Source: an optimization exercise on an open RTL-to-GDS flow (aim: small area and a short achievable clock period). Production flows keep margins and buffers that such runs may drop. In this exercise RTL edits were held to simulation tests only and were not proved equivalent to the original. Power and IR drop assume default switching activity.

`flow/design.v`:
```
package rv32i_types;
    typedef logic [31:0] rv32i_word;
    typedef enum logic [6:0] {
        op_br  = 7'b1100011,
        op_jal = 7'b1101111
    } rv32i_opcode;
    typedef enum logic [2:0] {
        beq  = 3'b000,
        bne  = 3'b001,
        blt  = 3'b100,
        bge  = 3'b101,
        bltu = 3'b110,
        bgeu = 3'b111
    } branch_funct3_t;
    typedef logic [1:0] counter_t;
    localparam counter_t counter_init = 2'b01;  
    typedef union packed {
        struct packed {
            logic           imm12;
            logic [5:0]     imm10_5;
            logic [4:0]     rs2;
            logic [4:0]     rs1;
            branch_funct3_t funct3;
            logic [3:0]     imm4_1;
            logic           imm11;
            rv32i_opcode    opcode;
        } b_view;
        struct packed {
            logic        imm20;
            logic [9:0]  imm10_1;
            logic        imm11;
            logic [7:0]  imm19_12;
            logic [4:0]  rd;
            rv32i_opcode opcode;
        } j_view;
    } instr_u;
endpackage
module branch_unit (
    input  logic        clk,
    input  logic        rst,
    input  logic        stall_id,
    input  logic        stall_ex,
    input  logic [31:0] fetch_addr,
    input  logic [31:0] pc_id,
    input  logic [31:0] instr_id,
    input  logic [31:0] rs1_val,
    input  logic [31:0] rs2_val,
    output logic        br_take,
    output logic        br_en,
    output logic        mispred,
    output logic        redirect,
    output logic [31:0] target
);
    logic        dec_br;
    logic        dec_jal;
    logic [31:0] imm_b;
    logic [31:0] imm_j;
    logic [31:0] imm_id;
    logic        ex_we;
    assign dec_br  = (instr_id[6:0] == 7'b1100011);
    assign dec_jal = (instr_id[6:0] == 7'b1101111);
    assign imm_b   = {{20{instr_id[31]}}, instr_id[7], instr_id[30:25], instr_id[11:8], 1'b0};
    assign imm_j   = {{12{instr_id[31]}}, instr_id[19:12], instr_id[20], instr_id[30:21], 1'b0};
    assign imm_id  = dec_jal ? imm_j : imm_b;
    assign ex_we   = !stall_ex || rst;
    logic       is_branch;
    logic       is_jal;
    logic [2:0] funct3;
    always_ff @(posedge clk) begin
        if (ex_we) begin
            is_branch <= dec_br & ~rst;
            is_jal    <= dec_jal & ~rst;
            funct3    <= instr_id[14:12] & {3{~rst}};
            target    <= (pc_id + imm_id) & {32{~rst}};
        end
    end
    logic [31:0] cmp_lt [6];
    logic [31:0] cmp_eq [6];
    assign cmp_lt[0] = {1'b0, ~rs1_val[30:0] & rs2_val[30:0]};
    assign cmp_eq[0] = {1'b1, ~(rs1_val[30:0] ^ rs2_val[30:0])};
    for (genvar l = 1; l < 6; l++) begin : g_cmp
        for (genvar j = 0; j < (32 >> l); j++) begin : g_node
            assign cmp_lt[l][j] = cmp_lt[l-1][2*j+1] | (cmp_eq[l-1][2*j+1] & cmp_lt[l-1][2*j]);
            assign cmp_eq[l][j] = cmp_eq[l-1][2*j+1] & cmp_eq[l-1][2*j];
        end
        assign cmp_lt[l][31:(32 >> l)] = '0;
        assign cmp_eq[l][31:(32 >> l)] = '0;
    end
    logic eq31, eq, lt, ltu, cond, update;
    assign eq31 = ~(rs1_val[31] ^ rs2_val[31]);
    assign eq   = eq31 & cmp_eq[5][0];
    assign ltu  = (~rs1_val[31] & rs2_val[31]) | (eq31 & cmp_lt[5][0]);
    assign lt   = (rs1_val[31] & ~rs2_val[31]) | (eq31 & cmp_lt[5][0]);
    always_comb begin
        case (funct3)
            3'b000:  cond = eq;
            3'b001:  cond = !eq;
            3'b100:  cond = lt;
            3'b101:  cond = !lt;
            3'b110:  cond = ltu;
            3'b111:  cond = !ltu;
            default: cond = 1'b0;
        endcase
    end
    assign br_en  = is_jal | (is_branch & cond);
    assign update = is_branch & ~stall_ex;
    logic [3:0] ghr;
    logic [1:0] gpht [16];
    logic [3:0] lht  [32];
    logic [1:0] lpht [16];
    logic [1:0] cht  [32];
    logic [4:0] id_row,  ex_row;
    logic [3:0] id_gidx, ex_gidx;
    logic [1:0] id_gctr, ex_gctr;
    logic [3:0] id_hist, ex_hist;
    logic [1:0] id_lctr, ex_lctr;
    logic [1:0] id_ch,   ex_ch;
    function automatic logic [1:0] sat(input logic [1:0] c, input logic up);
        if (up) sat = (c == 2'b11) ? c : c + 2'b01;
        else    sat = (c == 2'b00) ? c : c - 2'b01;
    endfunction
    logic [1:0] gnxt, lnxt, chnxt;
    logic [3:0] hnxt, ghr_nxt;
    assign gnxt    = sat(ex_gctr, cond);
    assign lnxt    = sat(ex_lctr, cond);
    assign hnxt    = {ex_hist[2:0], cond};
    assign ghr_nxt = {ghr[2:0], cond};
    assign chnxt   = (ex_lctr[1] ^ ex_gctr[1]) ? sat(ex_ch, ex_lctr[1] ^ cond) : ex_ch;
    logic [1:0] gpht_wd, lpht_wd, cht_wd;
    logic [3:0] lht_wd, ghr_wd;
    assign gpht_wd = {gnxt[1] & ~rst, gnxt[0] | rst};
    assign lpht_wd = {lnxt[1] & ~rst, lnxt[0] | rst};
    assign cht_wd  = {chnxt[1] & ~rst, chnxt[0] | rst};
    assign lht_wd  = hnxt & {4{~rst}};
    assign ghr_wd  = ghr_nxt & {4{~rst}};
    always_ff @(posedge clk) begin
        if (update || rst) ghr <= ghr_wd;
    end
    for (genvar i = 0; i < 16; i++) begin : g_pht
        always_ff @(posedge clk) begin
            if ((update && ex_gidx == i) || rst) gpht[i] <= gpht_wd;
            if ((update && ex_hist == i) || rst) lpht[i] <= lpht_wd;
        end
    end
    for (genvar i = 0; i < 32; i++) begin : g_row
        always_ff @(posedge clk) begin
            if ((update && ex_row == i) || rst) begin
                lht[i] <= lht_wd;
                cht[i] <= cht_wd;
            end
        end
    end
    logic [4:0]  row;
    logic [31:0] row_oh;
    logic [31:0] lht_col [4];
    logic [31:0] cht_col [2];
    logic [15:0] gp1, lp1;
    logic [3:0]  lh_row;
    logic [1:0]  ch_row;
    assign row = fetch_addr[6:2];
    for (genvar i = 0; i < 32; i++) begin : g_oh
        assign row_oh[i] = (row == i);
        for (genvar k = 0; k < 4; k++) begin : g_l
            assign lht_col[k][i] = lht[i][k];
        end
        assign cht_col[0][i] = cht[i][0];
        assign cht_col[1][i] = cht[i][1];
    end
    for (genvar i = 0; i < 16; i++) begin : g_p1
        assign gp1[i] = gpht[i][1];
        assign lp1[i] = lpht[i][1];
    end
    for (genvar k = 0; k < 4; k++) begin : g_lh
        assign lh_row[k] = |(row_oh & lht_col[k]);
    end
    assign ch_row[0] = |(row_oh & cht_col[0]);
    assign ch_row[1] = |(row_oh & cht_col[1]);
    function automatic logic [15:0] dec16(input logic [3:0] x);
        dec16 = 16'd1 << x;
    endfunction
    logic       row_match;
    logic       row_hit;
    logic [3:0] gidx_if, hist_if;
    logic [1:0] gctr_if, lctr_if, ch_if;
    assign row_match = (row == ex_row);
    assign row_hit   = update && row_match;
    assign gidx_if   = (update ? ghr_nxt : ghr) ^ row[3:0];
    assign gctr_if   = (update && gidx_if == ex_gidx) ? gnxt : gpht[gidx_if];
    assign hist_if   = row_hit ? hnxt : lh_row;
    assign lctr_if   = (update && hist_if == ex_hist) ? lnxt : lpht[hist_if];
    assign ch_if     = row_hit ? chnxt : ch_row;
    always_ff @(posedge clk) begin
        if (!stall_id || rst) begin
            id_row  <= row     & {5{~rst}};
            id_gidx <= gidx_if & {4{~rst}};
            id_gctr <= gctr_if & {2{~rst}};
            id_hist <= hist_if & {4{~rst}};
            id_lctr <= lctr_if & {2{~rst}};
            id_ch   <= ch_if   & {2{~rst}};
        end
        if (ex_we) begin
            ex_row  <= id_row  & {5{~rst}};
            ex_gidx <= id_gidx & {4{~rst}};
            ex_gctr <= id_gctr & {2{~rst}};
            ex_hist <= id_hist & {4{~rst}};
            ex_lctr <= id_lctr & {2{~rst}};
            ex_ch   <= id_ch   & {2{~rst}};
        end
    end
    logic       t_none;
    logic [1:0] t_upd;
    logic       l_row;
    logic       lh_row_hit;
    assign l_row      = |(dec16(lh_row) & lp1);
    assign lh_row_hit = (lh_row == ex_hist);
    assign t_none     = ch_row[1] ? |(dec16(ghr ^ row[3:0]) & gp1) : l_row;
    for (genvar b = 0; b < 2; b++) begin : g_upd
        logic [3:0] gi;
        logic [3:0] hb;
        logic       g_nxt1, l_nxt1, ch_nxt1;
        logic       g_t, l_t, ch_t;
        assign g_nxt1  = b ? (ex_gctr[1] | ex_gctr[0]) : (ex_gctr[1] & ex_gctr[0]);
        assign l_nxt1  = b ? (ex_lctr[1] | ex_lctr[0]) : (ex_lctr[1] & ex_lctr[0]);
        assign ch_nxt1 = (ex_lctr[1] ^ ex_gctr[1])
                       ? (((ex_lctr[1] ^ b[0]) ? (ex_ch[1] | ex_ch[0]) : (ex_ch[1] & ex_ch[0])))
                       : ex_ch[1];
        assign gi      = {ghr[2:0], b[0]} ^ row[3:0];
        assign hb      = {ex_hist[2:0], b[0]};
        assign g_t     = (gi == ex_gidx) ? g_nxt1 : |(dec16(gi) & gp1);
        assign l_t     = row_match
                       ? ((hb == ex_hist) ? l_nxt1 : lp1[hb])
                       : (lh_row_hit ? l_nxt1 : l_row);
        assign ch_t    = row_match ? ch_nxt1 : ch_row[1];
        assign t_upd[b] = ch_t ? g_t : l_t;
    end
    assign br_take = update ? t_upd[cond] : t_none;
    logic take_ex;
    assign take_ex  = ex_ch[1] ? ex_gctr[1] : ex_lctr[1];
    assign mispred  = update & (take_ex ^ cond);
    assign redirect = mispred | is_jal;
endmodule
```
`flow/run.sh`:
```
#!/bin/bash
# synth_recipe.tcl (not shown) runs the flow's synth.tcl, then flattens the netlist and writes it again
# the make line also repeats each setting of config.mk as NAME=value (left out here)
make -C /OpenROAD-flow-scripts/flow DESIGN_CONFIG=/design/flow/config.mk WORK_HOME=/design/flow/orfs CLKGATE_MAP_FILE= SYNTH_SCRIPT=/design/flow/synth_recipe.tcl finish
```
`flow/config.mk`:
```
export PLATFORM = sky130hd
export DESIGN_NAME = branch_unit
export DESIGN_NICKNAME = branch_unit
export VERILOG_FILES = /design/flow/design.v
export SDC_FILE = /design/flow/constraint.sdc
export NUM_CORES = 4
export LEC_CHECK = 0
export CAP_MARGIN = 20
export CORE_MARGIN = 2
export CORE_UTILIZATION = 40
export SETUP_SLACK_MARGIN = 2.0
export SLEW_MARGIN = 20
```
`flow/constraint.sdc`:
```
create_clock -name core_clock -period 6.5 [get_ports {clk}]
set_input_delay 1.3000 -clock core_clock [delete_from_list [all_inputs] [get_ports {clk}]]
set_output_delay 1.3000 -clock core_clock [all_outputs]
set_load 0.01 [all_outputs]
```
==> results of run 1 <==
## area by class of cell
type	count	area, um2
clock inverter	21	205.2
clock buffer	47	1006
tap	600	750.7
inverter	55	226.5
sequential	335	10060
multi-input combinational	1094	8718
fill	3955	21500
antenna	4	10.01
timing repair buffer	324	2998
## metrics by stage
stage	area [um2]	setup slack, ns	instances	total power, mW
2_1_floorplan	18720	1.360	1572	3.482
3_3_place_gp	21320	0.01317	2343	3.946
3_5_place_dp	21320	0.03678	2344	3.964
4_1_cts	23580	0.9833	2456	6.143
5_1_grt	23970	0.8823	2477	6.415
6_report	23970	0.9380	2480	6.189
## registers in the layout (all words and copies together), names as in the netlist, 5 cells and up
signal and count:
lpht 32, lht 128, gpht 32, id_row 5, target 32, cht 64
ex_row 5
## cell families (layout without fill, tap and decap cells)
kind of cell / Yosys count / after routing / share of synthesized area
AO/OA/AOI/OAI: 343 / 343 / 0.1331
other: 0 / 4 / 0
adder cells (fa/ha/maj): 70 / 70 / 0.04760
XOR/XNOR: 62 / 62 / 0.02983
buffers and inverters: 143 / 447 / 0.03871
multiplexers: 72 / 72 / 0.04916
flip-flops: 335 / 335 / 0.5451
AND/OR/NAND/NOR: 547 / 547 / 0.1565
## cell usage in the layout (no fill, tap or decap), drive strengths merged, types with 19 or more instances in the layout
cell type      Yosys  final
o21ai             68     68
mux2              27     27
clkdlybuf4s50      0     91
clkbuf            47     54
nor2b             56     56
xor2              19     19
and3              30     30
mux2i             34     34
nand2            134    134
dlygate4sd2        0     35
a21oi             68     68
nand4             22     22
nor3              33     33
xnor2             43     43
buf               41    182
edfxtp           335    335
nor2             111    111
nand3             55     55
a21o              20     20
ha                67     67
inv               53     54
## cell usage after synthesis (all sizes together) (6+ instances only)
library cell    n  area, um2
nor3           33      180.2
o21a           10      75.07
a211oi         18      135.1
o211ai          8      60.06
and4            6      52.55
a32oi           9      78.83
a2111oi         9      112.6
a22oi          14      105.1
mux2i          34      340.3
buf            41      331.6
a21o           20      150.1
nand3          55      280.3
and3b           7      65.06
nand4          22      137.6
nor2          111      419.2
xor2           19      173.9
a21oi          68      347.8
o21ai          68      351.6
and2           15      98.85
nand2b         13      81.33
nor3b          12      111.4
nor4           10      77.57
a31oi           9      62.56
clkbuf         47      176.4
ha             67      838.3
a221oi          9      78.83
mux2           27      319.1
nand3b         17      127.6
o31ai          14      105.1
a32o            8      80.08
mux4           11      247.7
inv            53      198.9
a22o           15      131.4
and3           30      187.7
o2bb2ai         6      52.55
edfxtp        335      10060
xnor2          43      376.6
or2             9      56.30
nor2b          56      352.8
nand2         134      503.0
## critical path, cell delays in order
cell       delay [ns]
buf_6            0.15
clkinv_4         0.09
buf_6            0.15
nor3_2           0.07
a221o_1          0.42
a2111oi_4        0.53
nor3b_4          0.30
buf_6            0.14
mux2_4           0.30
nand2_2          0.06
o21ai_1          0.06
mux2_4           0.27
o211ai_1         0.16
buf_4            0.16
buf_6            0.10
## routing by layer
layer | vias up | wire length, um | global-route usage | share of wire
met4 | 0 | 1696 | 0.07252 | 0.029
met3 | 127 | 4949 | 0.03798 | 0.085
li1 | 6555 | - | - | -
met2 | 698 | 27590 | 0.3770 | 0.48
met1 | 7086 | 23830 | 0.3293 | 0.41
met5 | - | 0 | 0 | 0
## what timing repair did
action	in CTS	in global routing
endpoints found under the hold margin	0	0
setup buffers	40	20
resized for setup	316	67
endpoints found under the setup margin	53	16
gates cloned	4	0
pin swaps	89	50
hold buffers	0	0
## worst min path at each step
stage                       endpoint  slack (ns)  depth (start not counted)
after floorplan             ex_ch[0]        0.51                          1
after global placement    ex_lctr[1]        0.51                          1
after detailed placement   ex_row[0]        0.52                          1
after CTS                 ex_hist[0]        0.54                          1
after global routing      ex_gctr[1]        0.55                          1
final                     ex_lctr[1]        0.53                          1
## report_power, final
group          switching (mW)  leakage [nW]  total [mW]  internal, mW
combinational           0.733          5.04        1.34         0.605
sequential              0.104          3.41        2.75          2.64
clock                   0.878         0.592        2.10          1.23
==> flow_metrics.py, run 1 <==
metrics = {
    "synthesis": {
        "ys_ff_latch": 335,
        "yosysWarnings": 9,
        "syn_area_um2": 18450,
        "synthArstFlopShare": 0,
        "synthDistinctLibCells": 102,
        "synth_cells": 1572,
        "yosysSeqAreaShare": 0.5451,
        "synth-edff-count": 335,
        "synthesis.nets": 1804,
        "synth_area_per_cell_um2": 11.74,
        "synthFlopType": "edfxtp_1",
    },
    "worst_setup_path": {
        "worst-path-max-fanout": 13,
        "rr_endpoint": "id_lctr[0]",
        "arrival_ns": 4.26,
        "reg2reg_slack_ns": 3.03,
        "worstSetupPathType": "in2out",
        "start_kind": "primary input",
        "cp-end-kind": "primary output",
        "startpoint": "fetch_addr[2]",
        "rr_worst_depth": 12,
        "reg2reg_from": "ex_row[0]",
        "worstPathRequired_ns": 5.20,
        "endpoint": "br_take",
    },
    "final_layout": {
        "layout-area-overhead-vs-synth_pct": 29.91,
        "post-route-util": 0.5272,
        "final_layout_size_suffix_gt1_frac": 0.2564,
        "final_nets": 2080,
    },
    "timing": {
        "rsz0062_at_grt": "true",
        "max_freq_mhz": 179.8,
        "setup_viol": 0,
        "finalClockSkew_ns": 0.02874,
        "tns_ns": 0,
        "finalCriticalPeriod_ns": 5.562,
        "relSlewSlack": 0.2168,
        "drv_slew": 0,
        "worst_slew_pin_slew_ns": 1.167,
        "hold_ws_ns": 0.5309,
        "fin_crit_sh": 0.8557,
        "hold_viol": 0,
    },
    "die": {
        "start_util": 0.4058,
        "dieArea_um2": 47870,
        "die_h_um": 218.8,
        "core-area_um2": 45480,
        "die_x_um": 218.8,
        "pin_count": 200,
        "fp-row-count": 78,
    },
    "grt": {
        "overflow": 0,
        "grt_max_degree": 74,
        "grt_antenna_before_repair": 1,
        "track_usage": 0.2356,
        "grt_pass1_vias": 14063,
        "grt_pass1_wl_mm": 85.13,
    },
    "detailed_routing": {
        "wl_per_cell_um": 23.42,
        "vias": 14466,
        "drtIter0Drc": 1560,
        "drtPass1Iterations": 8,
        "drt-total-wl_mm": 58.07,
        "vias_per_cell": 5.833,
        "drtAntennaViolNets": 0,
        "drc": 0,
    },
    "clocking": {
        "cts_buffers": 38,
        "cts.path.max_buffers": 3,
        "clk_pin_slew_ns": 0.05,
        "cts_tree": "yes",
        "h-tree-depth": 2,
        "clk_latency_ns": 0.55,
        "cts_sinks": 335,
        "root_buffer": "clkbuf_16",
    },
    "worst_hold_path": {
        "worstHoldStart": "id_lctr[1]",
        "hp-class": "reg2reg",
    },
    "power": {
        "power_density_nw_per_um2": 258.1,
        "peakVddDrop_mv": 0.1590,
        "p_leak_nw": 9.034,
    },
    "place": {
        "hpwl_mm": 39.22,
        "gp_congestion": 0.8987,
        "portBuffers": 172,
    },
    "job": {
        "maxCapViolCount": 0,
    },
    "run_status": {
        "status": "complete, no violations",
    },
}
==> run 2: changes to the inputs <==
--- a/flow/config.mk
+++ b/flow/config.mk
@@ -12 +12,2 @@
 export SLEW_MARGIN = 20
+export TNS_END_PERCENT = 0
==> run 2 against run 1 <==
  * Worst setup slack better by 0.061 ns
  * Combinational power down 7%
  * Clock-buffer cell count up 3
  * Highest routed layer unchanged
  * Non-clock buffer count fell by 25
  * Global-route usage fell by 0.22 points
  * Still clean
  * Clock skew increased by 0.0033 ns
  * Synthesized cell count unchanged
  * Largest cell class unchanged
  * Critical path depth increased by 2
  * Power decreased by 1.5%
==> flow_metrics.py, run 2 <==
metrics = {
    "synthesis": {
        "synthDistinctLibCells": 102,
        "synthesis.nets": 1804,
        "synth-edff-count": 335,
        "synth_area_per_cell_um2": 11.74,
        "yosysSeqAreaShare": 0.5451,
        "syn_area_um2": 18450,
        "yosysWarnings": 9,
        "yosysMostFrequentCell": "edfxtp_1",
        "synthArstFlopShare": 0,
        "ys_ff_latch": 335,
        "synthTopCellsByArea": "edfxtp_1 55%, ha_1 4.5%, nand2_1 2.7%",
        "synthFlopType": "edfxtp_1",
        "netlist.area_leader.share": 0.5451,
        "synth_common_cells": "335 x edfxtp_1, 134 x nand2_1, 110 x nor2_1",
        "synth_top_area_cell": "edfxtp_1",
        "synth_cells": 1572,
    },
    "timing": {
        "worst_slew_pin_slew_ns": 1.165,
        "max_freq_mhz": 181.8,
        "tns_ns": 0,
        "relSlewSlack": 0.2185,
        "hold_viol": 0,
        "rsz0062_at_grt": "true",
        "setup_viol": 0,
        "finalClockSkew_ns": 0.03207,
        "finalCriticalPeriod_ns": 5.501,
        "fin_crit_sh": 0.8463,
        "drv_slew": 0,
    },
    "worst_setup_path": {
        "arrival_ns": 4.20,
        "worstSetupPathType": "in2out",
        "cp-end-kind": "primary output",
        "rr_endpoint": "id_lctr[0]",
        "worstPathRequired_ns": 5.20,
        "reg2reg_slack_ns": 2.64,
        "worst-path-max-fanout": 5,
        "endpoint": "br_take",
        "startpoint": "fetch_addr[5]",
        "start_kind": "primary input",
        "rr_worst_depth": 11,
        "reg2reg_from": "ex_row[0]",
    },
    "power": {
        "p_leak_nw": 8.831,
        "seqPwrFrac": 0.450,
        "clkPwrFrac": 0.344,
        "power_density_nw_per_um2": 261.5,
        "p_switching_mw": 1.670,
        "p_sw_frac": 0.2740,
        "p_int_mw": 4.424,
        "comb_power_share": 0.206,
        "peakVddDrop_mv": 0.1837,
    },
    "final_layout": {
        "design_area_um2": 23300,
        "layout_common_cells": "335 x edfxtp_1, 129 x nand2_1, 128 x clkdlybuf4s50_1",
        "layout-area-overhead-vs-synth_pct": 26.28,
        "largest_reg_flops": 128,
        "final_layout_size_suffix_gt1_frac": 0.1943,
        "final_nets": 2055,
        "final_common_cell": "edfxtp_1",
        "largestRegisters": "lht (128), cht (64)",
        "largest-register": "lht",
        "num-fill-cells": 4019,
        "post-route-util": 0.5124,
    },
    "grt": {
        "track_usage": 0.2334,
        "met2_usage": 0.3699,
        "grt_use_met3": 0.05586,
        "busiest_layer": "met2",
        "met1_usage": 0.3146,
        "grt_max_degree": 53,
        "grt_pass1_wl_mm": 84.55,
        "overflow": 0,
        "grt_antenna_before_repair": 0,
        "grt_pass1_vias": 13964,
    },
    "die": {
        "die_x_um": 218.8,
        "core-area_um2": 45480,
        "fp-row-count": 78,
        "die_h_um": 218.8,
        "dieArea_um2": 47870,
        "pin_count": 200,
        "start_util": 0.4058,
    },
    "clocking": {
        "cts_buffers": 38,
        "cts_tree": "yes",
        "cts_sinks": 335,
        "root_buffer": "clkbuf_16",
        "clk_latency_ns": 0.56,
        "h-tree-depth": 2,
        "clk_pin_slew_ns": 0.06,
        "cts.path.max_buffers": 3,
    },
    "place": {
        "place_area_um2": 21150,
        "gp_congestion": 0.9088,
        "hpwl_mm": 38.67,
        "portBuffers": 172,
    },
    "detailed_routing": {
        "vias": 14216,
        "drtPass1Iterations": 5,
        "drtIter0Drc": 1407,
        "drt-total-wl_mm": 56.58,
        "drc": 0,
        "drtAntennaViolNets": 0,
        "wl_per_cell_um": 23.10,
        "vias_per_cell": 5.805,
    },
    "run_status": {
        "status": "complete, no violations",
    },
    "worst_hold_path": {
        "hp-class": "reg2reg",
    },
    "job": {
        "maxCapViolCount": 0,
    },
}
run 2: area by class of cell:
cell class                      count  area (um2)  share of cell area
Inverter                           55       207.7            0.008913
Clock buffer                       50        1017             0.04365
Antenna cell                        1       2.502           0.0001074
Multi-Input combinational cell   1094        8238              0.3535
Tap cell                          600       750.7             0.03221
Clock inverter                     15       165.2            0.007087
Timing Repair Buffer              299        2863              0.1228
Sequential cell                   335       10060              0.4317
run 2: what timing repair did:
item	in CTS	in global routing
pin swaps	52	24
endpoints found under the setup margin	52	24
cloned	3	0
hold buffers	0	0
gates resized for setup	148	35
setup buffers	33	2
run 2: power by group through the flow:
| stage | clock (mW) | combinational (mW) | sequential, mW |
|---|---|---|---|
| 2_1_floorplan | 0 | 0.707 | 2.76 |
| 3_3_place_gp | 0 | 1.15 | 2.78 |
| 3_5_place_dp | 0 | 1.16 | 2.79 |
| 4_1_cts | 2.13 | 1.23 | 2.74 |
| 5_1_grt | 2.21 | 1.35 | 2.77 |
| 6_report | 2.10 | 1.25 | 2.74 |
run 2: cells by family after synthesis:
family	Yosys count	share of synthesized area
flops	335	0.5451
xor+xnor	62	0.02983
simple gates	547	0.1565
buf+inv	143	0.03871
compound gates	343	0.1331
fa+ha+maj	70	0.04760
mux	72	0.04916
run 2: metal layers:
| metal | part of all wire | vias up | wire length [um] |
|---|---|---|---|
| met5 | 0 | - | 0 |
| met4 | 0.031 | 0 | 1736 |
| met3 | 0.084 | 117 | 4758 |
| met2 | 0.47 | 602 | 26520 |
| met1 | 0.42 | 7005 | 23570 |
| li1 | - | 6492 | - |
run 2: per-stage QoR:
step / power [mW] / hold slack, ns / setup WS [ns] / cells
after floorplan: 3.462 / 0.5091 / 1.360 / 1572
after global placement: 3.925 / 0.5123 / 0.1697 / 2345
after detailed placement: 3.943 / 0.5181 / 0.1714 / 2345
after CTS: 6.098 / 0.5296 / 1.070 / 2446
after global routing: 6.326 / 0.5496 / 0.9048 / 2448
final: 6.094 / 0.5263 / 0.9990 / 2449
run 2: critical path: stages:
cell and delay, ns:
buf_12 0.12, buf_12 0.14, nand3b_1 0.24, buf_4 0.17, nor2_1 0.05, a32oi_1 0.17
buf_4 0.15, o2111ai_1 0.31, nor4_4 0.24, buf_4 0.19, mux2i_1 0.08, mux2_4 0.27
nand2_1 0.05, o21ai_1 0.06, mux2_4 0.28, o211ai_1 0.20, buf_4 0.17
run 2: worst min-delay path by stage:
stage	cells after the start	slack [ns]	from	to
CTS	1	0.53	id_gidx[3]	ex_gidx[3]
floorplan	1	0.51	id_ch[0]	ex_ch[0]
finish	1	0.53	id_hist[2]	ex_hist[2]
global route	1	0.55	id_gctr[1]	ex_gctr[1]
global placement	1	0.51	id_hist[0]	ex_hist[0]
detailed placement	1	0.52	id_gidx[3]	ex_gidx[3]
==> run 3: changes to the inputs <==
--- a/flow/config.mk
+++ b/flow/config.mk
@@ -10,2 +10,3 @@
 export CORE_UTILIZATION = 40
+export CTS_BUF_LIST = sky130_fd_sc_hd__clkbuf_4
 export SETUP_SLACK_MARGIN = 2.0
==> run 3 against run 2 <==
  * Clock power decreased by 12%
  * Synthesized cell count is the same
  * Hold slack about the same
  * Combinational power hardly changed
  * Clock skew increased by 0.041 ns
  * Utilization is essentially flat
  * Wire length about the same
  * Power shrank 4.1%
  * Critical path type unchanged
  * Critical endpoint unchanged
  * Largest power group unchanged
  * Highest routed layer is now met5
==> flow_metrics.py, run 3 <==
metrics = {
    "timing": {
        "rsz0062_at_grt": "true",
        "max_freq_mhz": 183.1,
        "hold_viol": 0,
        "relSlewSlack": 0.2406,
        "fin_crit_sh": 0.8401,
        "tns_ns": 0,
        "worst_slew_pin_slew_ns": 1.132,
        "setup_ws_ns": 1.039,
        "finalClockSkew_ns": 0.07321,
        "finalCriticalPeriod_ns": 5.461,
        "drv_slew": 0,
        "setup_viol": 0,
    },
    "synthesis": {
        "yosysSeqAreaShare": 0.5451,
        "synth_cells": 1572,
        "synthTopCellsByArea": "edfxtp_1 55%, ha_1 4.5%, nand2_1 2.7%",
        "yosysWarnings": 9,
        "synth_common_cells": "335 x edfxtp_1, 134 x nand2_1, 110 x nor2_1",
        "yosysMostFrequentCell": "edfxtp_1",
        "synth_top_area_cell": "edfxtp_1",
        "netlist.area_leader.share": 0.5451,
        "ys_ff_latch": 335,
        "synth_area_per_cell_um2": 11.74,
        "synthArstFlopShare": 0,
        "synthDistinctLibCells": 102,
        "syn_area_um2": 18450,
        "synthFlopType": "edfxtp_1",
        "synth-edff-count": 335,
        "synthesis.nets": 1804,
    },
    "grt": {
        "grt_antenna_before_repair": 2,
        "overflow": 0,
        "track_usage": 0.2353,
        "grt_max_degree": 53,
        "grt_pass1_wl_mm": 84.93,
        "grt_pass1_vias": 14379,
    },
    "final_layout": {
        "final_nets": 2109,
        "largest_reg_flops": 128,
        "final_common_cell": "edfxtp_1",
        "num-fill-cells": 4099,
        "layout-area-overhead-vs-synth_pct": 26.37,
        "design_area_um2": 23320,
        "final_layout_size_suffix_gt1_frac": 0.2335,
        "largest-register": "lht",
        "largestRegisters": "lht (128), cht (64)",
        "layout_common_cells": "335 x edfxtp_1, 129 x nand2_1, 128 x clkbuf_4",
    },
    "worst_setup_path": {
        "worst-path-max-fanout": 11,
        "path_depth": 15,
        "arrival_ns": 4.16,
        "worstSetupPathType": "in2out",
        "cp-end-kind": "primary output",
        "worstPathRequired_ns": 5.20,
        "worst-path-buf-inv": 4,
        "worst_path_largest_cell_delay_ns": 0.34,
        "rr_worst_depth": 12,
        "worst_path_max_delay_cell": "a211oi_2",
        "cp_top_family": "compound AO/OA/AOI/OAI gates",
        "start_kind": "primary input",
        "crit_path_cell_trace": "buf_6, buf_8, nor2b_4, a22o_1, a211oi_2, o2111ai_4, nor4_4, buf_4, mux2i_1, mux2_4, nand2_1, o21ai_1, mux2_4, o211ai_1, buf_4",
    },
    "run_status": {
        "status": "complete, no violations",
    },
    "clocking": {
        "h-tree-depth": 3,
        "clk_latency_ns": 0.83,
        "cts_tree": "yes",
        "root_buffer": "clkbuf_4",
        "cts_sinks": 335,
        "clk_pin_slew_ns": 0.06,
        "cts.path.max_buffers": 3,
        "hold_buffers": 0,
        "cts_buffers": 91,
    },
    "die": {
        "start_util": 0.4058,
        "die_x_um": 218.8,
        "fp-row-count": 78,
        "die_h_um": 218.8,
        "pin_count": 200,
        "core-area_um2": 45480,
        "dieArea_um2": 47870,
    },
    "place": {
        "place_area_um2": 21150,
        "dpl_worst_slack_ns": 0.1714,
        "portBuffers": 172,
        "hpwl_mm": 38.67,
        "gp_congestion": 0.9088,
    },
    "job": {
        "maxCapViolCount": 0,
    },
    "power": {
        "p_leak_nw": 8.974,
        "p_int_mw": 4.155,
        "clkPwrFrac": 0.316,
        "comb_power_share": 0.215,
        "p_switching_mw": 1.691,
        "seqPwrFrac": 0.469,
        "power_density_nw_per_um2": 250.7,
        "peakVddDrop_mv": 0.1155,
        "p_sw_frac": 0.2893,
    },
    "detailed_routing": {
        "drtPass1Iterations": 8,
        "drc": 0,
        "drtAntennaViolNets": 0,
        "drt-total-wl_mm": 56.62,
        "wl_per_cell_um": 22.26,
        "drtIter0Drc": 1355,
        "vias_per_cell": 5.678,
        "vias": 14438,
    },
    "worst_hold_path": {
        "hp-class": "reg2reg",
        "min_path_cells": 1,
    },
}
[run 3: final timing paths]
check / from / end / slack [ns]
worst max-delay path: fetch_addr[2] / br_take / 1.04
worst min-delay path: id_gidx[3] / ex_gidx[3] / 0.53
worst max register to register: is_branch / id_gctr[1] / 2.66
worst min register to register: id_gidx[3] / ex_gidx[3] / 0.53
[run 3: stage by stage]
| step | cells | util | hold slack, ns | total power [mW] |
|---|---|---|---|---|
| global route | 2541 | 0.5127 | 0.5514 | 6.122 |
| finish | 2543 | 0.5128 | 0.5263 | 5.846 |
| global placement | 2345 | 0.4650 | 0.5123 | 3.925 |
| detailed placement | 2345 | 0.4650 | 0.5181 | 3.943 |
| CTS | 2538 | 0.5084 | 0.5255 | 5.858 |
| floorplan | 1572 | - | 0.5091 | 3.462 |
[run 3: power groups by stage]
| stage | Clock (mW) | Sequential (mW) | Combinational [mW] |
|---|---|---|---|
| after global placement | 0 | 2.78 | 1.15 |
| final | 1.85 | 2.74 | 1.26 |
| after global routing | 2.00 | 2.76 | 1.36 |
| after CTS | 1.89 | 2.74 | 1.23 |
| after floorplan | 0 | 2.76 | 0.707 |
| after detailed placement | 0 | 2.79 | 1.16 |
[run 3: area by class of cell]
class                   instances  area, um2  share of cell area
clock inverters                28      155.1            0.006653
repair buffers                300       2909              0.1247
diodes                          3      7.507           0.0003219
multi-input cells            1094       8267              0.3545
inverters                      55      210.2            0.009014
clock buffers                 128      960.9             0.04121
flip-flops and latches        335      10060              0.4314
well taps                     600      750.7             0.03219
[run 3: logic make-up after synthesis]
logic type / Yosys count / share of synthesized area
and+or+nand+nor: 547 / 0.1565
muxes: 72 / 0.04916
AOI/OAI and AO/OA: 343 / 0.1331
buffers and inverters: 143 / 0.03871
adders and majority gates: 70 / 0.04760
DFF: 335 / 0.5451
xor gates and xnor gates: 62 / 0.02983
[run 3: what timing repair did]
action / CTS / global route
pin swaps: 52 / 33
resized for setup: 145 / 47
gates cloned: 3 / 0
hold endpoints to repair: 0 / 0
setup buffers: 34 / 2
endpoints found under the setup margin: 13 / 19
[run 3: per-layer routing]
| metal | global-route usage | share of wire | vias to the layer above | routed length [um] |
|---|---|---|---|---|
| met3 | 0.06334 | 0.088 | 114 | 4982 |
| li1 | - | - | 6666 | - |
| met5 | 0 | 0.00023 | - | 13 |
| met2 | 0.3710 | 0.47 | 617 | 26700 |
| met4 | 0.09234 | 0.030 | 2 | 1707 |
| met1 | 0.3091 | 0.41 | 7039 | 23210 |
==> run 4: changes to the inputs <==
--- a/flow/config.mk
+++ b/flow/config.mk
@@ -10,4 +10,3 @@
 export CORE_UTILIZATION = 40
-export CTS_BUF_LIST = sky130_fd_sc_hd__clkbuf_4
-export SETUP_SLACK_MARGIN = 2.0
+export SETUP_SLACK_MARGIN = 1.0
 export SLEW_MARGIN = 20
==> run 4 against run 3 <==
  * Power rose by 1.2%
  * Cell area shrank 0.88%
  * Global-route usage fell by 1.0 points
  * Maximum frequency shrank 2.8%
  * Still clean on timing, DRC and antenna
  * Sequential share of layout area increased by 0.38 points
  * Utilization decreased by 0.45 points
  * Sequential power about the same
  * Combinational power is essentially flat
  * Die area did not move
  * Largest power group unchanged
  * Final cell count decreased by 4.2%
==> flow_metrics.py, run 4 <==
metrics = {
    "final_layout": {
        "final_layout_size_suffix_gt1_frac": 0.1786,
        "layout-area-overhead-vs-synth_pct": 25.26,
        "largest_reg_flops": 128,
        "final_nets": 2045,
        "post-route-util": 0.5083,
        "layout_common_cells": "335 x edfxtp_1, 145 x clkdlybuf4s50_1, 129 x nand2_1",
        "largest-register": "lht",
        "final_cells": 2437,
        "largestRegisters": "lht (128), cht (64)",
        "final_common_cell": "edfxtp_1",
    },
    "grt": {
        "met1_usage": 0.3084,
        "grt_pass1_wl_mm": 81.56,
        "grt_pass1_vias": 13586,
        "overflow": 0,
        "track_usage": 0.2252,
        "grt_use_met3": 0.04782,
        "grt_antenna_before_repair": 1,
        "busiest_layer": "met2",
        "grt_max_degree": 51,
        "met2_usage": 0.3622,
    },
    "die": {
        "die_x_um": 218.8,
        "pin_count": 200,
        "die_h_um": 218.8,
        "fp-row-count": 78,
        "dieArea_um2": 47870,
        "core-area_um2": 45480,
        "start_util": 0.4058,
    },
    "worst_setup_path": {
        "worst_path_largest_cell_delay_ns": 0.43,
        "cp_common_cell": "buf_4",
        "worstSetupPathType": "in2out",
        "worst-path-max-fanout": 15,
        "worstPathRequired_ns": 5.20,
        "crit_path_cell_trace": "buf_8, nor2b_4, buf_4, and3_1, a311o_1, a2111oi_4, nor3b_4, buf_4, nor2_2, a311oi_2, a21oi_1, mux2_4, o211ai_1, buf_4, buf_6",
        "worst-path-buf-inv": 5,
        "cp-end-kind": "primary output",
        "worst_path_max_delay_cell": "a2111oi_4",
        "start_kind": "primary input",
        "arrival_ns": 4.32,
        "cp_top_family": "compound AO/OA/AOI/OAI gates",
    },
    "clocking": {
        "hold_buffers": 0,
        "cts_buffers": 37,
        "clk_pin_slew_ns": 0.06,
        "cts_tree": "yes",
        "root_buffer": "clkbuf_16",
        "h-tree-depth": 2,
        "clk_latency_ns": 0.56,
        "cts_sinks": 335,
        "cts.path.max_buffers": 3,
    },
    "place": {
        "dp.cells": 2353,
        "gp_congestion": 0.8827,
        "portBuffers": 172,
        "hpwl_mm": 39.36,
    },
    "timing": {
        "setup_viol": 0,
        "finalCriticalPeriod_ns": 5.616,
        "relSlewSlack": 0.1355,
        "rsz0062_at_grt": "true",
        "worst_slew_pin_slew_ns": 1.283,
        "tns_ns": 0,
        "drv_slew": 0,
        "fin_crit_sh": 0.8640,
        "finalClockSkew_ns": 0.02526,
        "hold_viol": 0,
        "max_freq_mhz": 178.1,
    },
    "synthesis": {
        "synth_area_per_cell_um2": 11.74,
        "yosysMostFrequentCell": "edfxtp_1",
        "synth_top_area_cell": "edfxtp_1",
        "syn_area_um2": 18450,
        "synth-xor-area-share": 0.02983,
        "synth_compound_area_frac": 0.1331,
        "yosys.area_share.simple": 0.1565,
        "synthTopCellsByArea": "edfxtp_1 55%, ha_1 4.5%, nand2_1 2.7%",
        "synth_top_family_by_area": "simple AND/OR/NAND/NOR gates",
        "yosysWarnings": 9,
        "synth-edff-count": 335,
        "netlist.area_leader.share": 0.5451,
        "synthArstFlopShare": 0,
        "ys_ff_latch": 335,
        "synthesis.nets": 1804,
        "yosysSeqAreaShare": 0.5451,
        "synth_cells": 1572,
        "synthAdderAreaFrac": 0.04760,
        "synthFlopType": "edfxtp_1",
        "muxShareOfSynthArea": 0.04916,
        "synthDistinctLibCells": 102,
        "synth_common_cells": "335 x edfxtp_1, 134 x nand2_1, 110 x nor2_1",
    },
    "power": {
        "power_density_nw_per_um2": 256.0,
        "peakVddDrop_mv": 0.1601,
        "p_leak_nw": 8.763,
    },
    "job": {
        "maxCapViolCount": 0,
    },
    "run_status": {
        "status": "complete, no violations",
    },
    "detailed_routing": {
        "vias_per_cell": 5.800,
        "vias": 14135,
        "drt-total-wl_mm": 56.28,
        "drtPass1Iterations": 5,
        "drtAntennaViolNets": 0,
        "drtIter0Drc": 1269,
        "wl_per_cell_um": 23.09,
        "drc": 0,
    },
    "worst_hold_path": {
        "hp-class": "reg2reg",
    },
}
-- run 4: cell counts after synthesis --
No cell type changed its count.
-- run 4: metal layers --
metal	vias up	wire length (um)
met3	91	4321
li1	6479	-
met5	-	0
met2	512	26890
met1	7053	23840
met4	0	1221
-- run 4: layout make-up --
cell class              count  area [um2]
clock inverters            18       112.6
inverters                  55       215.2
clock buffers              44       952.2
fillers                  4075       22360
diodes                      1       2.502
flip-flops and latches    335       10060
well taps                 600       750.7
repair buffers            290        2888
multi-input cells        1094        8134
-- run 4: worst paths after layout --
| check | cells after the start | slack [ns] | startpoint | endpoint |
|---|---|---|---|---|
| worst max-delay path | 15 | 0.88 | fetch_addr[3] | br_take |
| worst min-delay path | 1 | 0.53 | id_lctr[0] | ex_lctr[0] |
| worst max register to register | 11 | 2.58 | is_branch | id_gctr[1] |
| worst min register to register | 1 | 0.53 | id_lctr[0] | ex_lctr[0] |
-- run 4: repair_timing --
action / 4_1_cts / 5_1_grt
buffers inserted: 4 / 14
pin swaps: 11 / 41
cloned: 0 / 3
endpoints found under the setup margin: 4 / 7
gates resized for setup: 45 / 97
endpoints found under the hold margin: 0 / 0
-- run 4: logic make-up after synthesis --
kind of cell             count (synthesis)
flip-flops                             335
AO/OA/AOI/OAI                          343
XOR/XNOR                                62
multiplexers                            72
buffers and inverters                  143
adder cells (fa/ha/maj)                 70
AND/OR/NAND/NOR                        547
-- run 4: through the flow --
stage	total power [mW]	hold WS, ns	setup slack, ns	cell area, um2
2_1_floorplan	3.456	0.5091	1.251	18450
3_3_place_gp	3.933	0.5113	0.1065	21240
3_5_place_dp	3.955	0.5178	0.1230	21240
4_1_cts	5.881	0.5309	0.8182	22490
5_1_grt	6.138	0.5530	0.7944	23110
6_report	5.917	0.5280	0.8837	23110
-- run 4: where the power goes --
group	internal, mW	total [mW]	switching (mW)
clock network	1.05	1.92	0.872
registers	2.64	2.75	0.102
logic	0.562	1.25	0.691
==> run 5: changes to the inputs <==
--- a/flow/config.mk
+++ b/flow/config.mk
@@ -7,2 +7,3 @@
 export LEC_CHECK = 0
+export ABC_AREA = 1
 export CAP_MARGIN = 20
@@ -10,3 +11,3 @@
 export CORE_UTILIZATION = 40
-export SETUP_SLACK_MARGIN = 1.0
+export SETUP_SLACK_MARGIN = 2.0
 export SLEW_MARGIN = 20
==> run 5 against run 4 <==
  * Synthesized area down 3.3%
  * Still clean
  * Clock power up 9%
  * Sequential cell count is the same
  * Clock-buffer cell count rose by 3
  * Critical path type unchanged
  * Combinational power down 9%
  * Via count is 4.8% higher
  * Synthesized cell count grew 19%
  * Cell area fell by 1.4%
==> flow_metrics.py, run 5 <==
metrics = {
    "final_layout": {
        "num-fill-cells": 4056,
        "final_common_cell": "nand2_1",
        "diodes": 0,
        "post-route-util": 0.5167,
        "largest-register": "lht",
        "largestRegisters": "lht (128), cht (64)",
        "final_layout_size_suffix_gt1_frac": 0.1540,
        "layout_common_cells": "347 x nand2_1, 335 x edfxtp_1, 208 x inv_1",
        "final_nets": 2355,
        "layout-area-overhead-vs-synth_pct": 27.83,
        "largest_reg_flops": 128,
    },
    "synthesis": {
        "synthTopCellsByArea": "edfxtp_1 56%, nand2_1 7.8%, inv_1 5.1%",
        "synth_area_per_cell_um2": 9.559,
        "synthFlopType": "edfxtp_1",
        "synth-edff-count": 335,
        "synthesis.nets": 2098,
        "yosysWarnings": 9,
        "synth_common_cells": "371 x nand2_1, 335 x edfxtp_1, 244 x inv_1",
        "netlist.area_leader.share": 0.5640,
        "syn_area_um2": 17840,
        "ys_ff_latch": 335,
        "yosysMostFrequentCell": "nand2_1",
        "synthDistinctLibCells": 58,
        "synth_cells": 1866,
        "synth_top_area_cell": "edfxtp_1",
        "yosysSeqAreaShare": 0.5640,
        "synthArstFlopShare": 0,
    },
    "worst_setup_path": {
        "arrival_ns": 3.83,
        "worstPathRequired_ns": 5.20,
        "start_kind": "primary input",
        "cp-end-kind": "primary output",
        "worstSetupPathType": "in2out",
        "worst-path-max-fanout": 6,
    },
    "grt": {
        "grt_max_degree": 61,
        "track_usage": 0.2328,
        "overflow": 0,
        "grt_pass1_wl_mm": 84.06,
        "grt_pass1_vias": 14713,
        "grt_antenna_before_repair": 0,
    },
    "job": {
        "maxCapViolCount": 0,
    },
    "power": {
        "peakVddDrop_mv": 0.1537,
        "p_leak_nw": 9.318,
        "power_density_nw_per_um2": 263.7,
    },
    "clocking": {
        "cts.path.max_buffers": 3,
        "cts_tree": "yes",
        "clk_latency_ns": 0.56,
        "root_buffer": "clkbuf_16",
        "clk_pin_slew_ns": 0.06,
        "cts_buffers": 37,
        "cts_sinks": 335,
        "hold_buffers": 0,
        "h-tree-depth": 2,
    },
    "die": {
        "fp-row-count": 77,
        "core-area_um2": 44120,
        "dieArea_um2": 46300,
        "pin_count": 200,
        "die_x_um": 215.2,
        "die_h_um": 215.2,
        "start_util": 0.4042,
    },
    "detailed_routing": {
        "drt-total-wl_mm": 53.97,
        "drtPass1Iterations": 6,
        "vias": 14817,
        "drtAntennaViolNets": 0,
        "wl_per_cell_um": 19.68,
        "drc": 0,
        "vias_per_cell": 5.404,
        "drtIter0Drc": 1199,
    },
    "place": {
        "dpl_worst_slack_ns": 0.1057,
        "hpwl_mm": 38.49,
        "gp_congestion": 0.8996,
        "portBuffers": 172,
    },
    "timing": {
        "relSlewSlack": 0.2399,
        "finalClockSkew_ns": 0.02756,
        "rsz0062_at_grt": "true",
        "fin_crit_sh": 0.7888,
        "setup_ws_ns": 1.373,
        "max_freq_mhz": 195.0,
        "finalCriticalPeriod_ns": 5.127,
        "setup_viol": 0,
        "tns_ns": 0,
        "worst_slew_pin_slew_ns": 1.128,
        "hold_viol": 0,
        "drv_slew": 0,
    },
    "run_status": {
        "status": "complete, no violations",
    },
    "worst_hold_path": {
        "hp-class": "reg2reg",
    },
}
## run 5: cell count changes after synthesis, sizes merged, moves of 19 or more
cell / change
nor2b: -56
buf: -22
nor2: +83
mux2i: -34
xnor2: -35
nand4: +70
a21oi: +19
inv: +200
nand3: +59
nand2: +242
and3: -29
clkbuf: -20
o21ai: +62
mux2: -23
## run 5: cell families after synthesis
group	count (synthesis)	share of synthesized area
AOI/OAI and AO/OA	314	0.1047
adders and majority gates	69	0.04868
muxes	4	0.002525
buffers and inverters	302	0.06650
xor gates and xnor gates	29	0.01424
and+or+nand+nor	813	0.1994
DFF	335	0.5640
## run 5: per-stage QoR
stage	cell area [um2]	hold WS (ns)	std cells	total power, mW
4_1_cts	22770	0.5354	2741	6.030
3_5_place_dp	20550	0.5195	2638	3.857
6_report	22800	0.5348	2742	6.012
2_1_floorplan	17900	0.5050	1866	3.391
3_3_place_gp	20550	0.5097	2637	3.845
5_1_grt	22800	0.5548	2742	6.266
## run 5: area by class of cell
| cell class | instances | area, um2 | area share |
|---|---|---|---|
| flip-flops and latches | 335 | 10060 | 0.4412 |
| multi-input cells | 1229 | 7301 | 0.3202 |
| repair buffers | 264 | 2519 | 0.1105 |
| inverters | 256 | 992.2 | 0.04352 |
| clock buffers | 47 | 963.4 | 0.04225 |
| well taps | 592 | 740.7 | 0.03249 |
| clock inverters | 19 | 225.2 | 0.009878 |
## run 5: final timing paths
check	startpoint	slack, ns	end	depth (start not counted)
max	fetch_addr[5]	1.37	br_take	26
min	id_gidx[1]	0.53	ex_gidx[1]	2
max reg2reg	ex_row[1]	3.07	id_lctr[0]	14
min reg2reg	id_gidx[1]	0.53	ex_gidx[1]	2
## run 5: what timing repair did
item | 4_1_cts | 5_1_grt
gates resized for setup | 286 | 7
gates cloned | 1 | 0
setup buffers | 36 | 0
setup endpoints to repair | 27 | 43
pin swaps | 101 | 7
## run 5: power breakdown
group | leakage, nW | internal, mW | switching, mW
registers | 3.39 | 2.67 | 0.102
logic | 5.35 | 0.417 | 0.722
clock network | 0.575 | 1.22 | 0.882
## run 5: critical path: stages
cell and delay, ns:
buf_12 0.13, inv_8 0.06, nor2_2 0.03, buf_6 0.13, nand2_4 0.08, buf_6 0.10
nor2_4 0.04, nand2_1 0.06, nand2_2 0.08, nor4_4 0.30, nand2_2 0.13, nor2_4 0.21
inv_2 0.09, nand2_2 0.08, nor2_1 0.05, nand2_1 0.06, nand2_1 0.06, nor2_2 0.12
nand3_2 0.11, nand3_2 0.09, nand2_1 0.06, nand2_1 0.07, nand2_1 0.05, nand2_1 0.07
nand3_2 0.10, buf_6 0.14
## run 5: layer usage
metal / up-vias / track usage / share of wire
met5: - / 0 / 0
met4: 0 / 0.06391 / 0.022
met3: 78 / 0.04218 / 0.080
met2: 657 / 0.3857 / 0.47
met1: 7022 / 0.3142 / 0.43
li1: 7060 / - / -
==> run 6: changes to the inputs <==
==> flow/flow/run.sh (new file) <==
#!/bin/bash
# The standard layout, with plain buf_1 cells as the port buffers instead of the
# delay cells buffer_ports picks by default (the resizer sizes them up where the
# timing needs it). Every tool's output goes to a log file in this folder.
set -euo pipefail
export BUFFER_PORTS_ARGS="-buffer_cell sky130_fd_sc_hd__buf_1"
bash standard.sh finish > standard_make.log 2>&1
==> flow/standard.sh (new file) <==
#!/bin/bash
# synth_recipe.tcl (not shown) runs the flow's synth.tcl, then flattens the netlist and writes it again
# the make line also repeats each setting of config.mk as NAME=value (left out here)
make -C /OpenROAD-flow-scripts/flow DESIGN_CONFIG=/design/flow/config.mk WORK_HOME=/design/flow/orfs CLKGATE_MAP_FILE= SYNTH_SCRIPT=/design/flow/synth_recipe.tcl "${@:-finish}"
--- a/flow/config.mk
+++ b/flow/config.mk
@@ -7,3 +7,2 @@
 export LEC_CHECK = 0
-export ABC_AREA = 1
 export CAP_MARGIN = 20
removed: flow/run.sh
==> run 6 against run 5 <==
  * Cell area fell by 4.3%
  * Power fell by 1.6%
  * Synthesized cell count is 16% lower
  * Combinational power barely moved
  * Critical path depth decreased by 13
  * Still clean on timing, DRC and antenna
  * Critical endpoint unchanged
  * Maximum frequency decreased by 8.0%
  * Final cell count decreased by 11%
==> flow_metrics.py, run 6 <==
metrics = {
    "timing": {
        "finalClockSkew_ns": 0.02697,
        "hold_viol": 0,
        "tns_ns": 0,
        "worst_slew_pin_slew_ns": 1.118,
        "relSlewSlack": 0.2494,
        "max_freq_mhz": 179.5,
        "drv_slew": 0,
        "setup_viol": 0,
        "rsz0062_at_grt": "true",
        "fin_crit_sh": 0.8572,
        "finalCriticalPeriod_ns": 5.572,
    },
    "clocking": {
        "root_buffer": "clkbuf_16",
        "clk_latency_ns": 0.57,
        "h-tree-depth": 2,
        "clk_pin_slew_ns": 0.06,
        "cts_sinks": 335,
        "cts_buffers": 39,
        "cts_tree": "yes",
        "cts.path.max_buffers": 3,
    },
    "worst_hold_path": {
        "hp-class": "reg2reg",
        "min_to": "ex_hist[0]",
        "min_path_cells": 1,
        "worstHoldStart": "id_hist[0]",
    },
    "grt": {
        "grt_antenna_before_repair": 0,
        "grt_max_degree": 55,
        "overflow": 0,
        "grt_pass1_vias": 13226,
        "grt_pass1_wl_mm": 81.04,
        "track_usage": 0.2237,
    },
    "worst_setup_path": {
        "arrival_ns": 4.27,
        "worst-path-max-fanout": 6,
        "worst_path_largest_cell_delay_ns": 0.41,
        "start_kind": "primary input",
        "worstPathRequired_ns": 5.20,
        "cp-end-kind": "primary output",
        "reg2reg_from": "is_branch",
        "rr_endpoint": "id_gctr[1]",
        "reg2reg_slack_ns": 2.56,
        "worstSetupPathType": "in2out",
        "rr_worst_depth": 11,
        "worst_path_max_delay_cell": "a2111oi_4",
        "crit_path_cell_trace": "clkbuf_16, buf_16, and4b_1, o211ai_1, nand4_1, a2111oi_4, nor3b_4, mux2_4, nand2_1, o21ai_1, mux2_4, o211ai_1, buf_4",
    },
    "synthesis": {
        "synth_top_area_cell": "edfxtp_1",
        "syn_area_um2": 18450,
        "yosysSeqAreaShare": 0.5451,
        "synth_cells": 1572,
        "synthDistinctLibCells": 102,
        "synth-edff-count": 335,
        "synthesis.nets": 1804,
        "netlist.area_leader.share": 0.5451,
        "synthTopCellsByArea": "edfxtp_1 55%, ha_1 4.5%, nand2_1 2.7%",
        "yosysMostFrequentCell": "edfxtp_1",
        "synthArstFlopShare": 0,
        "ys_ff_latch": 335,
        "synth_common_cells": "335 x edfxtp_1, 134 x nand2_1, 110 x nor2_1",
        "yosysWarnings": 9,
        "synthFlopType": "edfxtp_1",
        "synth_area_per_cell_um2": 11.74,
    },
    "detailed_routing": {
        "drt-total-wl_mm": 54.48,
        "wl_per_cell_um": 22.34,
        "drt-met1-wl_mm": 23.26,
        "wl_met3_mm": 4.257,
        "vias_per_cell": 5.754,
        "vias": 14028,
        "drc": 0,
        "drtAntennaViolNets": 0,
        "dr.max_layer_used": "met4",
        "wl_met2_mm": 25.29,
        "drtPass1Iterations": 5,
        "drtIter0Drc": 1300,
    },
    "final_layout": {
        "final_common_cell": "edfxtp_1",
        "regArea_um2": 10060,
        "num-fill-cells": 4131,
        "largest_reg_flops": 128,
        "final_nets": 2041,
        "design_area_um2": 21830,
        "layout_common_cells": "335 x edfxtp_1, 165 x buf_1, 133 x nand2_1",
        "largest-register": "lht",
        "layout-area-overhead-vs-synth_pct": 18.27,
        "largestRegisters": "lht (128), cht (64)",
        "multi_input_area_um2": 7899,
        "final_layout_size_suffix_gt1_frac": 0.1584,
    },
    "die": {
        "start_util": 0.4058,
        "core-area_um2": 45480,
        "dieArea_um2": 47870,
        "die_h_um": 218.8,
        "fp-row-count": 78,
        "pin_count": 200,
        "die_x_um": 218.8,
    },
    "power": {
        "power_density_nw_per_um2": 271.1,
        "peakVddDrop_mv": 0.1641,
        "p_leak_nw": 8.171,
    },
    "place": {
        "portBuffers": 172,
        "place_area_um2": 20000,
        "hpwl_mm": 37.11,
        "gp_congestion": 0.9211,
    },
    "run_status": {
        "status": "complete, no violations",
    },
    "job": {
        "maxCapViolCount": 0,
    },
}
run 6: report_power, final:
group          total (mW)  leakage (nW)  switching [mW]  internal (mW)
combinational        1.12          4.17           0.669          0.448
clock                2.05         0.590           0.890           1.16
sequential           2.75          3.41           0.102           2.64
total                5.92          8.17            1.66           4.26
run 6: per-layer routing:
layer	vias up	GRT usage
met1	6884	0.3172
met3	110	0.03922
met5	-	0
li1	6467	-
met4	0	0.07432
met2	567	0.3477
run 6: cell type report:
class	count	share of cell area
clock inverters	26	0.007796
flip-flops and latches	335	0.4609
clock buffers	43	0.04638
diodes	1	0.0001147
repair buffers	284	0.07882
inverters	55	0.009688
well taps	600	0.03440
multi-input cells	1094	0.3619
run 6: logic make-up (layout without fill, tap and decap cells):
family / Yosys count / in the layout / synth area share
simple gates: 547 / 547 / 0.1565
compound gates: 343 / 343 / 0.1331
flops: 335 / 335 / 0.5451
buf+inv: 143 / 408 / 0.03871
mux: 72 / 72 / 0.04916
fa+ha+maj: 70 / 70 / 0.04760
xor+xnor: 62 / 62 / 0.02983
other cells: 0 / 1 / 0
run 6: how the worst max path moves through the flow:
stage / startpoint / slack [ns] / cells after the start / endpoint
4_1_cts: fetch_addr[3] / 0.98 / 14 / br_take
3_5_place_dp: fetch_addr[5] / 0.45 / 14 / br_take
6_report: fetch_addr[4] / 0.93 / 13 / br_take
3_3_place_gp: fetch_addr[5] / 0.48 / 14 / br_take
5_1_grt: fetch_addr[4] / 0.90 / 13 / br_take
2_1_floorplan: fetch_addr[5] / 1.36 / 14 / br_take
run 6: repair_timing:
action                     in CTS  in global routing
pin swaps                      10                 10
cloned                          2                  0
setup endpoints to repair      17                 21
gates resized for setup        47                 19
buffers inserted               24                 10
hold buffers                    0                  0
run 6: through the flow:
stage	worst slack, ns	hold WS (ns)	util	total power, mW	instances
CTS	0.9837	0.5342	0.4765	5.934	2427
global route	0.9029	0.5425	0.4799	6.150	2437
detailed placement	0.4481	0.5244	0.4399	3.832	2332
floorplan	1.360	0.5091	-	3.462	1572
finish	0.9283	0.5270	0.4799	5.918	2438
global placement	0.4842	0.5107	0.4399	3.811	2332
run 6: worst max-delay path, delay by kind of cell:
| family | cells | cell delay [ns] |
|---|---|---|
| compound gates | 4 | 1.00 |
| mux | 2 | 0.60 |
| buf+inv | 3 | 0.48 |
| simple gates | 4 | 0.89 |
==> run 7: changes to the inputs <==
--- a/flow/config.mk
+++ b/flow/config.mk
@@ -7,2 +7,3 @@
 export LEC_CHECK = 0
+export ABC_AREA = 1
 export CAP_MARGIN = 20
==> run 7 against run 6 <==
  * Sequential cell count unchanged
  * Clock-buffer cell count increased by 6
  * Hold slack got worse by 0.0038 ns
  * Sequential power about the same
  * Sequential share of layout area increased by 1.3 points
  * Final cell count increased by 11%
  * Worst setup slack improved by 0.40 ns
  * Wire length decreased by 5.5%
  * Register-to-register slack improved by 0.54 ns
==> flow_metrics.py, run 7 <==
metrics = {
    "grt": {
        "overflow": 0,
        "grt_pass1_wl_mm": 79.99,
        "grt_antenna_before_repair": 1,
        "track_usage": 0.2198,
        "grt_pass1_vias": 14311,
        "grt_max_degree": 57,
    },
    "power": {
        "peakVddDrop_mv": 0.1747,
        "power_density_nw_per_um2": 272.2,
        "p_leak_nw": 8.582,
    },
    "final_layout": {
        "final_nets": 2316,
        "layout_common_cells": "353 x nand2_1, 335 x edfxtp_1, 225 x inv_1",
        "layout-area-overhead-vs-synth_pct": 19.00,
        "final_layout_size_suffix_gt1_frac": 0.1137,
        "largest_reg_flops": 128,
        "largestRegisters": "lht (128), cht (64)",
        "num-fill-cells": 4153,
        "final_common_cell": "nand2_1",
        "largest-register": "lht",
        "diodes": 0,
    },
    "timing": {
        "finalClockSkew_ns": 0.02405,
        "finalCriticalPeriod_ns": 5.167,
        "setup_viol": 0,
        "fin_crit_sh": 0.7949,
        "relSlewSlack": 0.2531,
        "hold_ws_ns": 0.5233,
        "rsz0062_at_grt": "true",
        "tns_ns": 0,
        "max_freq_mhz": 193.5,
        "drv_slew": 0,
        "worst_slew_pin_slew_ns": 1.109,
        "hold_viol": 0,
    },
    "synthesis": {
        "synthTopCellsByArea": "edfxtp_1 56%, nand2_1 7.8%, inv_1 5.1%",
        "ys_ff_latch": 335,
        "netlist.area_leader.share": 0.5640,
        "synthArstFlopShare": 0,
        "syn_area_um2": 17840,
        "yosysWarnings": 9,
        "synth_common_cells": "371 x nand2_1, 335 x edfxtp_1, 244 x inv_1",
        "synthDistinctLibCells": 58,
        "synthesis.nets": 2098,
        "synth_area_per_cell_um2": 9.559,
        "yosysSeqAreaShare": 0.5640,
        "synth_top_area_cell": "edfxtp_1",
        "synth-edff-count": 335,
        "synth_cells": 1866,
        "yosysMostFrequentCell": "nand2_1",
        "synthFlopType": "edfxtp_1",
    },
    "clocking": {
        "hold_buffers": 0,
        "clk_latency_ns": 0.54,
        "cts_sinks": 335,
        "h-tree-depth": 2,
        "root_buffer": "clkbuf_16",
        "cts.path.max_buffers": 3,
        "cts_buffers": 37,
        "clk_pin_slew_ns": 0.06,
        "cts_tree": "yes",
    },
    "detailed_routing": {
        "vias": 14645,
        "drt-total-wl_mm": 51.47,
        "drtIter0Drc": 1189,
        "drc": 0,
        "drtAntennaViolNets": 0,
        "wl_per_cell_um": 19.05,
        "vias_per_cell": 5.420,
        "drtPass1Iterations": 5,
    },
    "die": {
        "dieArea_um2": 46300,
        "core-area_um2": 44120,
        "start_util": 0.4042,
        "fp-row-count": 77,
        "die_h_um": 215.2,
        "die_x_um": 215.2,
        "pin_count": 200,
    },
    "worst_hold_path": {
        "worstHoldStart": "id_row[4]",
        "hp-class": "reg2reg",
    },
    "worst_setup_path": {
        "startpoint": "fetch_addr[5]",
        "worst-path-max-fanout": 6,
        "cp-end-kind": "primary output",
        "arrival_ns": 3.87,
        "reg2reg_from": "ex_row[3]",
        "worstSetupPathType": "in2out",
        "worstPathRequired_ns": 5.20,
        "start_kind": "primary input",
    },
    "job": {
        "maxCapViolCount": 0,
    },
    "place": {
        "portBuffers": 172,
        "gp_congestion": 0.9492,
        "hpwl_mm": 36.57,
    },
    "run_status": {
        "status": "complete, no violations",
    },
}
[run 7: cell count changes in the layout (fill, tap and decap cells not counted), moves of 53 or more]
cell | before | now
o21ai_0 | 57 | 111
nor2_1 | 103 | 162
buf_4 | 95 | 42
inv_1 | 51 | 225
nand2_1 | 133 | 353
nand4_1 | 22 | 91
[run 7: what timing repair did]
action | CTS | global route
setup endpoints to repair | 10 | 20
gates resized for setup | 135 | 27
setup buffers | 23 | 3
pin swaps | 33 | 22
gates cloned | 2 | 0
[run 7: critical path, stage by stage]
cell and delay [ns]:
buf_8 0.12, buf_8 0.13, inv_8 0.07, nor2_4 0.06, nand3_4 0.09, inv_4 0.06
buf_4 0.12, nand2_1 0.05, nand2_1 0.08, a211oi_2 0.21, nand2_1 0.09, nor2_2 0.15
nand2_2 0.11, xor2_1 0.15, nor3_1 0.21, nand3_1 0.17, o21ai_0 0.18, inv_1 0.06
nand2_1 0.06, nand2_1 0.07, nand2_1 0.06, nand2_1 0.06, nand3_2 0.10, buf_6 0.11
[run 7: power by group]
group,switching (mW),leakage [nW],total [mW],internal [mW]
sequential,0.103,3.39,2.77,2.67
clock,0.843,0.552,2.00,1.15
combinational,0.701,4.64,1.01,0.306
total,1.65,8.58,5.78,4.13
[run 7: layout make-up]
type | count | area [um2] | share of cell area
flip-flops and latches | 335 | 10060 | 0.4739
multi-input cells | 1229 | 7099 | 0.3345
repair buffers | 225 | 1201 | 0.05659
inverters | 256 | 996.0 | 0.04692
clock buffers | 49 | 992.2 | 0.04674
well taps | 592 | 740.7 | 0.03490
clock inverters | 16 | 137.6 | 0.006484
[run 7: cell families (layout without fill, tap and decap cells)]
kind of cell	after synthesis	in the layout	share of synthesized area
flops	335	335	0.5640
xor+xnor	29	29	0.01424
mux	4	4	0.002525
fa+ha+maj	69	69	0.04868
compound gates	314	314	0.1047
buf+inv	302	546	0.06650
simple gates	813	813	0.1994
[run 7: path summary, 6_finish.rpt]
check                                  end  slack [ns]  cells past startpoint
worst max-delay path               br_take        1.33                     24
worst min-delay path             ex_row[4]        0.52                      2
worst max register to register  id_lctr[1]        3.10                     14
worst min register to register   ex_row[4]        0.52                      2
[run 7: routing by layer]
metal / routed length, um / track usage / vias to the layer above
li1: - / - / 6965
met1: 22460 / 0.3003 / 6955
met2: 23910 / 0.3654 / 641
met3: 4015 / 0.03227 / 84
met4: 1081 / 0.06069 / 0
met5: 0 / 0 / -
[run 7: stage by stage]
step	std cells	power [mW]	area, um2	worst slack [ns]	utilization
CTS	2697	5.785	21090	1.364	0.4779
global placement	2607	3.722	19240	0.5362	0.4361
global route	2702	6.023	21230	1.110	0.4811
finish	2702	5.777	21230	1.333	0.4811
floorplan	1866	3.391	17900	2.007	-
detailed placement	2607	3.736	19240	0.4648	0.4361

separate check: timing with driven ports:
How much do the figures lean on ideal ports? The routed layouts below were timed once more, with nothing changed but the port constraints. Step 1, drivers: a clkbuf_16 drives clk and a buf_2 each remaining input, both assumed. Step 2, shift: input delay + t, output delay - t, t = (earliest + latest rising clock arrival at the registers) / 2. This alone moves slack from input paths to output paths. Three values: no drivers, after step 1, after step 2; two values: the first two.
| run | t (ns) | setup WS [ns] | worst slew at a driven data input, ns |
|---|---|---|---|
| run 1 | 0.588 | 0.938 / 0.768 / 0.768 | 0.19 |
| run 2 | 0.601 | 0.999 / 0.886 / 0.651 | 0.17 |
| run 3 | 0.847 | 1.039 / 0.934 / 0.643 | 0.19 |
| run 4 | 0.595 | 0.884 / 0.833 / 0.611 | 0.09 |
| run 5 | 0.600 | 1.373 / 1.301 / 0.909 | 0.10 |
| run 6 | 0.607 | 0.928 / 0.879 / 0.722 | 0.07 |
| run 7 | 0.583 | 1.333 / 1.263 / 1.237 | 0.10 |
After both steps every run listed still meets setup and hold. For run 5, which loses most, drivers alone change the setup slack by -0.072 ns; drivers and shift together by -0.464 ns.
